What follows belongs to an exercise in optimizing a design on an open flow for a short achievable clock period and few clock cycles per item; a production flow would make more cautious choices. Function was checked by simulation only, so behaviour that the tests miss may differ from the original. The clock port is modelled as an ideal driver; clocking choices that lean on that would not hold on a real chip. Power and IR drop assume default switching activity.

Design page_swap_slot_manager, start of the top module:
module page_swap_slot_manager (
  input  logic                clk,
  input  logic                rst,
  input  logic                req_valid,
  output logic                req_ready,
  input  logic [1:0]          req_opcode,
  input  logic [PAGE_W-1:0]   req_page_number,
  input  logic [FRAME_W-1:0]  req_frame_number,
  input  logic                req_load_valid,
  output logic                rsp_valid,
  input  logic                rsp_ready,
  output logic [OUT_W-1:0]    rsp_victim_page,
  output logic [OUT_W-1:0]    rsp_swap_slot,
  output logic [1:0]          rsp_status
);
  localparam int CAP = 5;    
  logic                 req_ready_q;       
  logic [CAP-1:0]       flight;            
  logic                 i_valid;
  logic [1:0]           i_op;
  logic [PAGE_W-1:0]    i_page;
  logic [7:0]           i_pg_hi;           
  logic [7:0]           i_pg_lo;           
  logic                 rst_q;             
  logic [FRAME_W-1:0]   i_frame;
  logic                 i_lv;
  assign req_ready = req_ready_q;
  always_ff @(posedge clk) begin
    i_op      <= req_opcode;
    i_page    <= req_page_number;
    i_pg_hi   <= 8'(1) << req_page_number[5:3];
    i_pg_lo   <= 8'(1) << req_page_number[2:0];
    rst_q     <= rst;
    i_frame   <= req_frame_number;
    i_lv      <= req_load_valid;
    i_valid   <= !rst && req_valid && !flight[CAP-1];
  end
  logic [NUM_PAGES-1:0]  entry_valid;      
  logic [SWAP_SLOTS-1:0] slot_used;        
  logic [NUM_PAGES-1:0]  ptr_mask;         
  logic                  full_q;           
  logic                  any_v_q;          
  logic [LOC_W-1:0]      loc [NUM_PAGES];  
  logic                 d_valid;
  logic                 d_find, d_out, d_in, d_load;
  logic [PAGE_W-1:0]    d_page;
  logic [NUM_PAGES-1:0] d_page_oh;
  logic [FRAME_W-1:0]   d_frame;
  logic                 d_lv;
  logic [LOC_W-1:0]     d_l_bin;           
  logic                 d_fwd_out;         
  logic                 d_fwd_fr;          
  logic                  w_valid;          
  logic [1:0]            w_status;
  logic                  w_find_ok;        
  logic                  w_out_ok;         
  logic [SWAP_SLOTS-1:0] w_new_oh;
  logic                  w_in;             
  logic [LOC_W-1:0]      w_l_bin;
  ...
For scale: about 6300 cells after synthesis, ~34 I/O pins.
Settings: LEC_CHECK=0, CAP_MARGIN=30, CORE_MARGIN=2, CORE_UTILIZATION=40, PLACE_DENSITY=0.6, SETUP_SLACK_MARGIN=3.3, SLEW_MARGIN=20, SYNTH_HIERARCHICAL=1; clock period 5.0 ns.
standard.sh (not shown) runs the stock make flow with config.mk's settings and CLKGATE_MAP_FILE= SYNTH_SCRIPT=/design/flow/synth_recipe.tcl, a recipe that flattens the netlist after the stock synthesis.
==> flow/flow/run.sh <==
#!/bin/bash
# the standard layout, with one addition before clock tree synthesis: each
# flip-flop that drives an output port's buffer is moved next to that buffer
# (flow/place_out.tcl), so the register-to-port wire is short
set -euo pipefail
export PRE_CTS_TCL="$(pwd)/flow/place_out.tcl"
bash standard.sh > standard_flow.log 2>&1
==> flow/flow/place_out.tcl <==
# move the flip-flops that drive output buffers next to those buffers, then
# legalize; runs in cts.tcl after the placed design is loaded
set block [ord::get_db_block]
set moved 0
foreach bterm [$block getBTerms] {
  if {[$bterm getIoType] ne "OUTPUT"} { continue }
  set net [$bterm getNet]
  if {$net eq "NULL"} { continue }
  set buf ""
  foreach it [$net getITerms] {
    if {[$it isOutputSignal]} { set buf [$it getInst] }
  }
  if {$buf eq ""} { continue }
  set innet ""
  foreach it [$buf getITerms] {
    if {[$it isInputSignal] && [$it getNet] ne "NULL"} { set innet [$it getNet] }
  }
  if {$innet eq ""} { continue }
  set ff ""
  foreach it [$innet getITerms] {
    if {[$it isOutputSignal]} { set ff [$it getInst] }
  }
  if {$ff eq "" || ![[$ff getMaster] isSequential]} { continue }
  set loc [$buf getLocation]
  $ff setLocation [lindex $loc 0] [lindex $loc 1]
  $ff setPlacementStatus PLACED
  incr moved
  puts "place_out: [$ff getName] next to [$buf getName] ([$bterm getName])"
}
puts "place_out: moved $moved flip-flops"
detailed_placement
The first run completed without violations.
Testbench counts at the start, summed over its fixed seeds: cycles 12,032, items 12,000.
Rerun with:
--- a/flow/design.v
+++ b/flow/design.v
@@ -61,36 +61,40 @@
 endmodule
 module pssm_o211ai (input logic a1, input logic a2, input logic b1, input logic c1, output logic y);
   assign y = ~((a1 | a2) & b1 & c1);
 endmodule
 module pssm_inv (input logic a, output logic y);
   assign y = ~a;
 endmodule
 module pssm_pfx_or64 (
   input  logic [63:0] x,
-  output logic [63:0] y
+  output logic [63:0] y,
+  output logic [3:0]  any    
 );
   logic [64*7-1:0] s;
   assign s[63:0] = x;
   for (genvar k = 0; k < 6; k++) begin : g_lvl
     for (genvar i = 0; i < 64; i++) begin : g_bit
       if (i >= (1 << k)) begin : g_op
         if (k % 2 == 0) begin : g_nor
           pssm_nor2 u (.a(s[64*k + i]), .b(s[64*k + i - (1 << k)]), .y(s[64*(k+1) + i]));
         end else begin : g_nand
           pssm_nand2 u (.a(s[64*k + i]), .b(s[64*k + i - (1 << k)]), .y(s[64*(k+1) + i]));
         end
       end else begin : g_pass
         pssm_inv u (.a(s[64*k + i]), .y(s[64*(k+1) + i]));
       end
     end
   end
   assign y = s[64*7-1 -: 64];
+  for (genvar c = 0; c < 4; c++) begin : g_any
+    pssm_nand2 u (.a(s[64*5 + 63]), .b(s[64*5 + 31]), .y(any[c]));
+  end
 endmodule
 module pssm_pfx_or64_and (
   input  logic [63:0] a,
   input  logic [63:0] b,
   output logic [63:0] y,
   output logic [3:0]  any    
 );
   logic [64*6-1:0] s;    
   for (genvar i = 0; i < 64; i++) begin : g_first
@@ -238,19 +242,18 @@
     rst_q     <= rst;
     i_frame   <= req_frame_number;
     i_lv      <= req_load_valid;
     i_valid   <= !rst && req_valid && !flight[CAP-1];
   end
   logic [NUM_PAGES-1:0]  entry_valid;      
   logic [SWAP_SLOTS-1:0] slot_used;        
   logic [NUM_PAGES-1:0]  ptr_mask;         
   logic                  full_q;           
-  logic                  any_v_q;          
   logic [LOC_W-1:0]      loc [NUM_PAGES];  
   logic                 d_valid;
   logic                 d_find, d_out, d_in, d_load;
   logic [PAGE_W-1:0]    d_page;
   logic [NUM_PAGES-1:0] d_page_oh;
   logic [FRAME_W-1:0]   d_frame;
   logic                 d_lv;
   logic [LOC_W-1:0]     d_l_bin;           
   logic                 d_fwd_out;         
@@ -303,35 +306,33 @@
     d_l_bin   <= match_w ? w_loc : match_x ? x_loc : ~rd_n;
   end
   logic                  is_find, is_out, is_in, is_load;
   logic [NUM_PAGES-1:0]  pm, pv, ptr_next;
   logic                  any_m, any_v;
   logic [SWAP_SLOTS-1:0] pa, used_out, used_in, new_oh, loc_oh;
   logic                  full, fwd_hit;
   logic [LOC_W-1:0]      l_sel;
   logic                  v_we, v_new;
-  logic [3:0]            any_m4;
+  logic [3:0]            any_m4, any_v4;
   pssm_pfx_or64_and u_pm (.a(entry_valid), .b(ptr_mask), .y(pm), .any(any_m4));
-  pssm_pfx_or64     u_pv (.x(entry_valid), .y(pv));
-  logic others_any;
-  assign others_any = |(entry_valid & ~d_page_oh);
+  pssm_pfx_or64     u_pv (.x(entry_valid), .y(pv), .any(any_v4));
   pssm_pfx_and64 u_pa (.x(slot_used), .y(pa));
   logic full_now, one_free;
   pssm_zeros64 u_zeros (.x(slot_used), .full_n(full_now), .one_n(one_free));
   always_comb begin
     is_find = d_valid && d_find;
     is_out  = d_valid && d_out;
     is_in   = d_valid && d_in;
     is_load = d_valid && d_load;
     any_m    = pm[NUM_PAGES-1];
-    any_v    = any_v_q;
+    any_v    = pv[NUM_PAGES-1];
     for (int i = 0; i < NUM_PAGES; i++)
-      ptr_next[i] = pm[i] | (pv[i] & !any_m4[i / 16]);
+      ptr_next[i] = pm[i] | (pv[i] & !any_m4[i / 16]) | (ptr_mask[i] & !any_v4[i / 16]);
     full     = full_q;
     used_out = slot_used | {pa[SWAP_SLOTS-2:0], 1'b1};
     new_oh   = ~slot_used & {pa[SWAP_SLOTS-2:0], 1'b1};
     fwd_hit = d_fwd_out && w_out_ok;
     l_sel   = d_fwd_fr ? LOC_W'(w_frame) : d_l_bin;
     loc_oh  = fwd_hit ? w_new_oh : (SWAP_SLOTS'(1) << l_sel);
     used_in = slot_used & ~loc_oh;
     v_we  = is_in || is_load || (is_out && !full);
     v_new = is_in || (is_load && d_lv);
@@ -349,26 +350,24 @@
       x_we    <= w_we;
     end
   end
   always_ff @(posedge clk) begin
     if (rst_q) begin
       entry_valid <= '0;
       slot_used   <= '0;
       ptr_mask    <= '1;
       full_q      <= 1'b0;
-      any_v_q     <= 1'b0;
       for (int i = 0; i < NUM_PAGES; i++) loc[i] <= '0;
     end else begin
       for (int i = 0; i < NUM_PAGES; i++) begin
         if (v_we && d_page_oh[i]) entry_valid[i] <= v_new;
       end
-      if (is_find && any_v) ptr_mask <= ptr_next;
-      if (v_we) any_v_q <= v_new || others_any;
+      if (is_find) ptr_mask <= ptr_next;
       full_q <= is_in ? 1'b0 : is_out ? one_free : full_now;
       if (is_out) slot_used <= used_out;
       else if (is_in) slot_used <= used_in;
       for (int i = 0; i < NUM_PAGES; i++)
         if (x_we && x_page == PAGE_W'(i)) loc[i] <= x_loc;
     end
   end
   always_ff @(posedge clk) begin
     w_page    <= d_page;
What happened: Non-clock buffer count went up by 38; register-to-register slack is worse by 0.06 ns; hold slack improved by 0.046 ns; global-route usage goes down by 1.1 points; combinational power goes up by 9.0%; clock-buffer cell count came out lower by 3; clock power drops by 4.0%; sequential share of layout area fell by 0.45 points; setup slack gets worse by 0.013 ns; utilization went up by 0.80 points; via count grows by 0.34%; power falls by 1.7%.
Testbench counts after the change, summed over its fixed seeds: cycles 12,032, items 12,000.

==> static timing again, ports no longer ideal <==
No port has a modelled driver above. Below, the same layouts with a new extraction and two added sets of constraints.
Step 1 sets driving cells, clkbuf_16 on the clock port and buf_2 on the other inputs (assumed; they add their load-dependent delay and slew).
Step 2 also shifts input and output timing later by t, the mid clock arrival at the registers, as if the neighbouring blocks saw the same clock.
Three values: ideal ports, drivers, drivers and shift; two values: the first two.
run | t (ns) | slack for setup (ns) | worst hold slack (ns) | worst data-port slew with drivers (ns) | cell pins on the clock port's net
the first run | 0.762 | 2.861 / 2.792 / 2.594 | 0.267 / 0.267 / 0.267 | 0.10 | 1
the second run | 0.780 | 2.847 / 2.775 / 2.510 | 0.313 / 0.313 / 0.313 | 0.18 | 1
After both steps setup and hold are still met in every run listed. The setup slack of the second run, which loses most, moves by -0.072 ns with the drivers and by -0.337 ns with both steps.
